Context: an optimization exercise on an open-source flow, tuned for small area, a short achievable clock period and few clock cycles per item. The choices shown serve that exercise and are no tape-out recipe.
No functional check of the RTL was part of this run.
Power and IR drop assume default switching activity.

**design/flow/design.v**
```verilog
package stac_pkg;
	localparam int DEFAULT_TABLE_DEPTH = 16;
	localparam int COEF_W = 16;
	localparam int EXP_W = 8;
	typedef enum logic [1:0] {
		OP_INSERT = 2'd0,
		OP_DUMP   = 2'd1,
		OP_CLEAR  = 2'd2
	} op_t;
	typedef enum logic [1:0] {
		ST_OK    = 2'd0,
		ST_FULL  = 2'd1,
		ST_SAT   = 2'd2,
		ST_EMPTY = 2'd3
	} status_t;
	function automatic logic exp_gt(input logic [EXP_W-1:0] a, input logic [EXP_W-1:0] b);
		logic [EXP_W-1:0] g, e;
		g = a & ~b;
		e = ~(a ^ b);
		for (int d = 1; d < EXP_W; d = d * 2) begin
			for (int i = EXP_W - 1; i >= 0; i--) begin
				if ((i % (2 * d)) == (2 * d - 1)) begin
					g[i] = g[i] | (e[i] & g[i-d]);
					e[i] = e[i] & e[i-d];
				end
			end
		end
		exp_gt = g[EXP_W-1];
	endfunction
	function automatic logic [COEF_W:0] coef_add(input logic [COEF_W-1:0] a, input logic [COEF_W-1:0] b);
		logic [COEF_W-1:0] g, p, x;
		logic [COEF_W:0]   c;
		g = a & b;
		p = a ^ b;
		x = p;
		for (int d = 1; d < COEF_W; d = d * 2) begin
			for (int i = COEF_W - 1; i >= d; i--) begin
				g[i] = g[i] | (p[i] & g[i-d]);
				p[i] = p[i] & p[i-d];
			end
		end
		c = {g, 1'b0};
		coef_add = {c[COEF_W] ^ c[COEF_W-1], x ^ c[COEF_W-1:0]};
	endfunction
endpackage
module stac_cell (
	input  logic                                clk,
	input  logic        [stac_pkg::EXP_W-1:0]   in_exp,
	input  logic                                take_left,
	input  logic                                take_new,
	input  logic                                write_coef,
	input  logic        [stac_pkg::EXP_W-1:0]   left_exp,
	input  logic signed [stac_pkg::COEF_W-1:0]  left_coef,
	input  logic        [stac_pkg::EXP_W-1:0]   wr_exp,
	input  logic signed [stac_pkg::COEF_W-1:0]  wr_coef,
	output logic        [stac_pkg::EXP_W-1:0]   term_exp,
	output logic signed [stac_pkg::COEF_W-1:0]  term_coef,
	output logic                                in_gt,
	output logic                                in_eq
);
	logic        [stac_pkg::EXP_W-1:0]  exp_q;
	logic signed [stac_pkg::COEF_W-1:0] coef_q;
	assign in_gt = stac_pkg::exp_gt(exp_q, in_exp);
	assign in_eq = exp_q == in_exp;
	always_ff @(posedge clk) begin
		if (take_left || take_new) begin
			exp_q <= take_left ? left_exp : wr_exp;
		end
		if (take_left || take_new || write_coef) begin
			coef_q <= take_left ? left_coef : wr_coef;
		end
	end
	assign term_exp  = exp_q;
	assign term_coef = coef_q;
endmodule
module sorted_term_accumulator_unit #(
	parameter int TABLE_DEPTH = stac_pkg::DEFAULT_TABLE_DEPTH
) (
	input  logic                                clk,
	input  logic                                arst_n,
	input  logic                                in_valid,
	output logic                                in_stall,
	input  logic        [1:0]                   opcode,
	input  logic signed [stac_pkg::COEF_W-1:0]  coefficient,
	input  logic        [stac_pkg::EXP_W-1:0]   exponent,
	output logic                                out_valid,
	input  logic                                out_stall,
	output logic signed [stac_pkg::COEF_W-1:0]  term_coefficient,
	output logic        [stac_pkg::EXP_W-1:0]   term_exponent,
	output logic        [1:0]                   status,
	output logic                                last
);
	localparam int N  = TABLE_DEPTH;
	localparam int CW = stac_pkg::COEF_W;
	localparam int EW = stac_pkg::EXP_W;
	logic                 item_v_q;
	logic [1:0]           item_op_q;
	logic signed [CW-1:0] item_c_q;
	logic [EW-1:0]        item_e_q;
	logic [N-1:0]         item_gt_q;    
	logic [N-1:0]         item_sel_q;   
	logic                 item_eq_q;    
	logic [N-1:0]         valid_q;      
	logic                 out_valid_q;
	logic signed [CW-1:0] res_coef_q;
	logic [EW-1:0]        res_exp_q;
	stac_pkg::status_t    res_status_q;
	logic                 res_last_q;
	logic out_free, exec, done, accept, dump_step;
	logic is_ins, is_dump, is_clear, nz, empty, full, last_term;
	logic place, ins_new, ins_merge;
	logic [N-1:0]         valid_d, lt_v, left_v, new_v, sel_next;
	logic [N-1:0]         in_gt_v, in_eq_v, nxt_gt_v, nxt_eq_v, sel_d;
	logic                 run_gt, run_eq;
	logic [EW-1:0]        cexp  [N];
	logic signed [CW-1:0] ccoef [N];
	logic signed [CW-1:0] rd_coef;
	logic [EW-1:0]        rd_exp;
	logic [CW:0]          sum;
	logic                 ovf;
	logic signed [CW-1:0] merged, wr_coef;
	stac_pkg::status_t    res_status;
	assign out_free  = !out_valid_q || !out_stall;
	assign exec      = item_v_q && out_free;
	assign is_ins    = item_op_q == stac_pkg::OP_INSERT;
	assign is_dump   = item_op_q == stac_pkg::OP_DUMP;
	assign is_clear  = item_op_q == stac_pkg::OP_CLEAR;
	assign nz        = item_c_q != '0;
	assign empty     = !valid_q[0];
	assign full      = valid_q[N-1];
	assign sel_next  = {item_sel_q[N-2:0], 1'b0};
	assign last_term = (sel_next & valid_q) == '0;
	assign done      = exec && (!is_dump || empty || last_term);
	assign dump_step = exec && is_dump && !empty && !last_term;
	assign in_stall  = item_v_q && !done;
	assign accept    = in_valid && !in_stall;
	assign place     = item_v_q && is_ins && nz && !item_eq_q && !full;
	assign ins_new   = place && out_free;
	assign ins_merge = exec && is_ins && nz && item_eq_q;
	assign lt_v = valid_q & ~item_gt_q;
	assign left_v = {lt_v[N-2:0], 1'b0};
	assign new_v  = ~item_gt_q & {item_gt_q[N-2:0], 1'b1};
	always_comb begin
		valid_d = valid_q;
		if (exec && is_clear)
			valid_d = '0;
		else if (ins_new)
			valid_d = {valid_q[N-2:0], 1'b1};
	end
	for (genvar g = 0; g < N; g++) begin : g_cell
		logic [EW-1:0]        l_exp;
		logic signed [CW-1:0] l_coef;
		if (g == 0) begin : g_first
			assign l_exp  = item_e_q;
			assign l_coef = wr_coef;
		end else begin : g_rest
			assign l_exp  = cexp[g-1];
			assign l_coef = ccoef[g-1];
		end
		stac_cell u_cell (
			.clk        (clk),
			.in_exp     (exponent),
			.take_left  (ins_new && left_v[g]),
			.take_new   (ins_new && new_v[g]),
			.write_coef (ins_merge && item_sel_q[g]),
			.left_exp   (l_exp),
			.left_coef  (l_coef),
			.wr_exp     (item_e_q),
			.wr_coef    (wr_coef),
			.term_exp   (cexp[g]),
			.term_coef  (ccoef[g]),
			.in_gt      (in_gt_v[g]),
			.in_eq      (in_eq_v[g])
		);
	end
	assign run_gt = stac_pkg::exp_gt(item_e_q, exponent);
	assign run_eq = item_e_q == exponent;
	always_comb begin
		for (int i = 0; i < N; i++) begin
			if (i > 0 && place && left_v[i]) begin
				nxt_gt_v[i] = in_gt_v[(i > 0) ? i - 1 : 0];
				nxt_eq_v[i] = in_eq_v[(i > 0) ? i - 1 : 0];
			end else if (place && new_v[i]) begin
				nxt_gt_v[i] = run_gt;
				nxt_eq_v[i] = run_eq;
			end else begin
				nxt_gt_v[i] = in_gt_v[i];
				nxt_eq_v[i] = in_eq_v[i];
			end
		end
		nxt_gt_v = nxt_gt_v & valid_d;
		nxt_eq_v = nxt_eq_v & valid_d;
	end
	always_comb begin
		if (!accept)
			sel_d = sel_next;
		else if (opcode == stac_pkg::OP_DUMP)
			sel_d = N'(1);
		else
			sel_d = nxt_eq_v;
	end
	always_comb begin
		rd_coef = '0;
		rd_exp  = '0;
		for (int i = 0; i < N; i++) begin
			rd_coef = rd_coef | (ccoef[i] & {CW{item_sel_q[i]}});
			rd_exp  = rd_exp  | (cexp[i]  & {EW{item_sel_q[i]}});
		end
	end
	assign sum     = stac_pkg::coef_add(rd_coef, item_c_q);
	assign ovf     = sum[CW];
	assign merged  = ovf ? {rd_coef[CW-1], {(CW-1){~rd_coef[CW-1]}}} : sum[CW-1:0];
	assign wr_coef = item_eq_q ? merged : item_c_q;
	always_comb begin
		res_status = stac_pkg::ST_OK;
		if (is_ins) begin
			if (!nz)
				res_status = stac_pkg::ST_OK;
			else if (item_eq_q)
				res_status = ovf ? stac_pkg::ST_SAT : stac_pkg::ST_OK;
			else if (full)
				res_status = stac_pkg::ST_FULL;
		end else if (is_dump && empty) begin
			res_status = stac_pkg::ST_EMPTY;
		end
	end
	always_ff @(posedge clk or negedge arst_n) begin
		if (!arst_n) begin
			item_v_q    <= 1'b0;
			valid_q     <= '0;
			out_valid_q <= 1'b0;
		end else begin
			if (accept)
				item_v_q <= 1'b1;
			else if (done)
				item_v_q <= 1'b0;
			valid_q <= valid_d;
			if (exec)
				out_valid_q <= 1'b1;
			else if (!out_stall)
				out_valid_q <= 1'b0;
		end
	end
	always_ff @(posedge clk) begin
		if (accept) begin
			item_op_q <= opcode;
			item_c_q  <= coefficient;
			item_e_q  <= exponent;
			item_gt_q <= nxt_gt_v;
			item_eq_q <= |nxt_eq_v;
		end
		if (accept || dump_step)
			item_sel_q <= sel_d;
		if (exec) begin
			res_coef_q   <= (is_dump && !empty) ? rd_coef : '0;
			res_exp_q    <= (is_dump && !empty) ? rd_exp : '0;
			res_status_q <= res_status;
			res_last_q   <= !is_dump || empty || last_term;
		end
	end
	assign out_valid        = out_valid_q;
	assign term_coefficient = res_coef_q;
	assign term_exponent    = res_exp_q;
	assign status           = res_status_q;
	assign last             = res_last_q;
endmodule
```
**design/flow/run.sh**
```bash
#!/bin/bash
# synth_recipe.tcl (not shown) runs the flow's synth.tcl, then flattens the netlist and writes it again
# the make line also repeats each setting of config.mk as NAME=value (left out here)
make -C /OpenROAD-flow-scripts/flow DESIGN_CONFIG=/design/flow/config.mk WORK_HOME=/design/flow/orfs CLKGATE_MAP_FILE= SYNTH_SCRIPT=/design/flow/synth_recipe.tcl finish
```
**design/flow/config.mk**
```make
export PLATFORM = sky130hd
export DESIGN_NAME = sorted_term_accumulator_unit
export DESIGN_NICKNAME = sorted_term_accumulator_unit
export VERILOG_FILES = /design/flow/design.v
export SDC_FILE = /design/flow/constraint.sdc
export NUM_CORES = 4
export LEC_CHECK = 0
export CAP_MARGIN = 20
export CORE_MARGIN = 2
export CORE_UTILIZATION = 40
export SLEW_MARGIN = 20
```
**design/flow/constraint.sdc**
```tcl
create_clock -name core_clock -period 6.0 [get_ports {clk}]
set_input_delay 1.2000 -clock core_clock [delete_from_list [all_inputs] [get_ports {clk}]]
set_output_delay 1.2000 -clock core_clock [all_outputs]
set_load 0.01 [all_outputs]
```
==> flow_metrics.env <==
export IMPL_timing_critical_path_buf_inv=2
export IMPL_ys_types=71
export IMPL_powerDensity_nw_per_um2=276
export IMPL_path_common_cell="buf_4"
export IMPL_rsz0062_at_grt="false"
export IMPL_path_clk_slew_ps=60
export IMPL_synth_nets=2913
export IMPL_grt_pass1_wl_um=164000
export IMPL_wl_per_cell_um=31.1
export IMPL_clk_latency_ps=660
export IMPL_drc_errors=0
export IMPL_synth_top_family_by_area="compound AO/OA/AOI/OAI gates"
export IMPL_clock_fmax_mhz=178
export IMPL_final_common_cell="nand2_1"
export IMPL_final_cell_mix="708 x nand2_1, 470 x edfxtp_1, 167 x o211ai_1, 152 x ha_1, 124 x buf_4"
export IMPL_hold_viol=0
export IMPL_crit_path_top_delay_cell="edfxtp_1"
export IMPL_yosysSeqAreaShare_pct=52.3
export IMPL_syn_area_um2=27900
export IMPL_cp_slowest_stage_delay_ps=790
export IMPL_cts_buffers=56
export IMPL_post_cts_buffers=0
export IMPL_fin_cells=3735
export IMPL_die_w_um=268
export IMPL_synth_main_ff_cell="edfxtp_1"
export IMPL_num_nets_final=2943
export IMPL_num_io_pins=59
export IMPL_die_area_um2=71800
export IMPL_cts_sink_count=488
export IMPL_cts_buffer_depth=3
export IMPL_grt_overflow=0
export IMPL_worstMarginPinSlew_ps=1080
export IMPL_ys_async_sr_fraction_pct=3.69
export IMPL_vias_per_cell=6.63
export IMPL_crit_path_end_kind="register"
export IMPL_synth_edf_count=470
export IMPL_grt_max_degree=44
export IMPL_tns_ps=0
export IMPL_h_tree_depth=2
export IMPL_startpoint_type="register"
export IMPL_vdd_drop_max_mv=0.224
export IMPL_required_ps=6320
export IMPL_place_port_buffers=58
export IMPL_syn_inst=2730
export IMPL_root_buffer="clkbuf_16"
export IMPL_dpl_cell_count=3633
export IMPL_yosysWarnings=4
export IMPL_vias=24700
export IMPL_start_util_pct=40.5
export IMPL_slew_violations=0
export IMPL_critical_path_top_delay_family="compound AO/OA/AOI/OAI gates"
export IMPL_cp_max_fo=16
export IMPL_coreArea_um2=68700
export IMPL_gp_congestion=1.01
export IMPL_tritoncts="yes"
export IMPL_synth_avg_cell_area_um2=10.2
export IMPL_synth_compound_area_share_pct=20.0
export IMPL_layout_drive_gt1_share_pct=9.10
export IMPL_synthMuxAreaShare_pct=0.593
export IMPL_row_count=96
export IMPL_cts_hold_buf=0
export IMPL_finalCritPeriodShare_pct=93.6
export IMPL_antenna_left=0
export IMPL_cp_arrival_ps=5940
export IMPL_grt_usage_pct=31.8
export IMPL_antenna_found_initial=2
export IMPL_post_dp_hpwl_um=79700
export IMPL_synthXorXnorAreaFrac_pct=0.346
export IMPL_path_class="register to register"
export IMPL_ys_ff_latch=488
export IMPL_hold_path_class="input pin to async pin"
export IMPL_maxCapViolations=0
export IMPL_grt_pass1_vias=23300
export IMPL_fillers=6445
export IMPL_die_h_um=268
export IMPL_post_cts_resized=0
export IMPL_p_leak_nw=11.9
export IMPL_status="no timing/DRC/antenna violations"
export IMPL_setup_violations=0
export IMPL_first_pass_iters=12
export IMPL_path_cells="a22o_1, a221oi_1, nand4_1, ha_1, and2_1, o21ai_0, o21ai_1, a221o_1, a21boi_0, nor3_2, buf_4, buf_4, a21oi_2, o211ai_1"
export IMPL_drt_wl_total_um=116000
export IMPL_finalClockSkew_ps=52.6
export IMPL_area_delta_synth_final_pct=13.5
export IMPL_synth_fa_ha_area_share_pct=6.94
export IMPL_finalCriticalPeriod_ps=5620
export IMPL_drt_iter0_drc=4295
export IMPL_synthSimpleGateAreaFrac_pct=16.4
export IMPL_maxSlewHeadroom_pct=27.9
==> power breakdown <==
part | leakage, nW | switching (mW) | internal (mW)
clock | 0.880 | 1.53 | 1.96
sequential | 4.57 | 0.123 | 3.91
combinational | 6.45 | 0.773 | 0.422
total | 11.9 | 2.42 | 6.29
==> flip-flops by register name, summed over array words and instances, names as in the netlist, 16 cells and up <==
register and cells:
res_coef_q 16, g_cell.u_cell.exp_q 128, item_gt_q 16, g_cell.u_cell.coef_q 256, item_sel_q 16, item_c_q 16
valid_q 16
==> routing by layer <==
layer  track usage, %  part of all wire, %
met1             41.6                   36
met2             47.3                   42
met3             7.20                   13
met4             21.4                  8.0
met5                0                0.011
==> cell usage after synthesis (28+ instances only) <==
cell type | n | area (um^2)
a22o_1 | 55 | 482
o21ai_0 | 48 | 240
o211ai_1 | 167 | 1250
a221oi_1 | 58 | 508
and3_1 | 32 | 200
a21oi_1 | 99 | 495
nand4_1 | 47 | 294
a31oi_1 | 45 | 282
o22ai_1 | 28 | 175
buf_2 | 31 | 155
nor2_1 | 106 | 398
a22oi_1 | 90 | 676
edfxtp_1 | 470 | 14100
ha_1 | 152 | 1900
nand2_1 | 710 | 2670
a21o_1 | 55 | 413
clkbuf_1 | 150 | 563
==> final timing paths <==
path | from | cells past startpoint | slack, ps | endpoint
min reg2reg | g_cell[11].u_cell.coef_q[3] | 2 | 550 | g_cell[12].u_cell.coef_q[3]
max in group asynchronous | arst_n | 1 | 5120 | valid_q[12]
min in group core_clock | g_cell[11].u_cell.coef_q[3] | 2 | 550 | g_cell[12].u_cell.coef_q[3]
max | item_sel_q[7] | 14 | 380 | g_cell[14].u_cell.coef_q[8]
max reg2reg | item_sel_q[7] | 14 | 380 | g_cell[14].u_cell.coef_q[8]
min | arst_n | 1 | 520 | item_v_q
==> metrics by stage <==
stage / power [mW] / util [%] / hold slack (ps) / setup WS (ps) / instance area (um^2)
after floorplan: 4.75 / - / 493 / 1670 / 27900
after global placement: 5.21 / 43.4 / 551 / 529 / 29800
after global routing: 8.90 / 46.0 / 548 / 224 / 31600
final: 8.71 / 46.0 / 517 / 384 / 31600
after detailed placement: 5.25 / 43.4 / 563 / 653 / 29800
after CTS: 8.67 / 46.0 / 552 / 583 / 31600
==> area by class of cell <==
type | instances | area [um^2] | share of cell area (%)
Timing Repair Buffer | 184 | 1550 | 4.89
Antenna cell | 1 | 2.50 | 0.00791
Tap cell | 931 | 1160 | 3.68
Multi-Input combinational cell | 2006 | 12500 | 39.4
Inverter | 24 | 90.1 | 0.285
Sequential cell | 488 | 14600 | 46.1
Clock buffer | 69 | 1470 | 4.65
Clock inverter | 32 | 329 | 1.04
==> cells by family (layout without fill, tap and decap cells) <==
kind of cell    count (synthesis)  in the layout
compound gates                768            768
xor+xnor                       11             11
fa+ha+maj                     154            154
buf+inv                       236            309
flops                         488            488
mux                            16             16
other cells                     0              1
simple gates                 1057           1057

==> afterwards: timing with drivers on the ports <==
In the flow no input, the clock included, has a driving cell. The finished layout below was timed again as built, in two steps. Step 1: set_driving_cell puts a clkbuf_16 on clk and a buf_2 on each other input, an assumption about the parent block. Step 2 also shifts input and output timing later by t, the mid clock arrival at the registers, as if the neighbouring blocks saw the same clock. Slacks: ideal ports / drivers / drivers and shift; pairs: ideal ports / drivers.
shift t [ns]: 0.698
setup slack, ns: 0.384 / 0.384 / 0.384
worst hold slack (ns): 0.517 / 0.524 / 0.554
slew at the worst register clock pin (ns): 0.07 / 0.07
After both steps this run still meets setup and hold. The setup slack of this run moves by 0.000 ns with the drivers and by 0.000 ns with both steps.
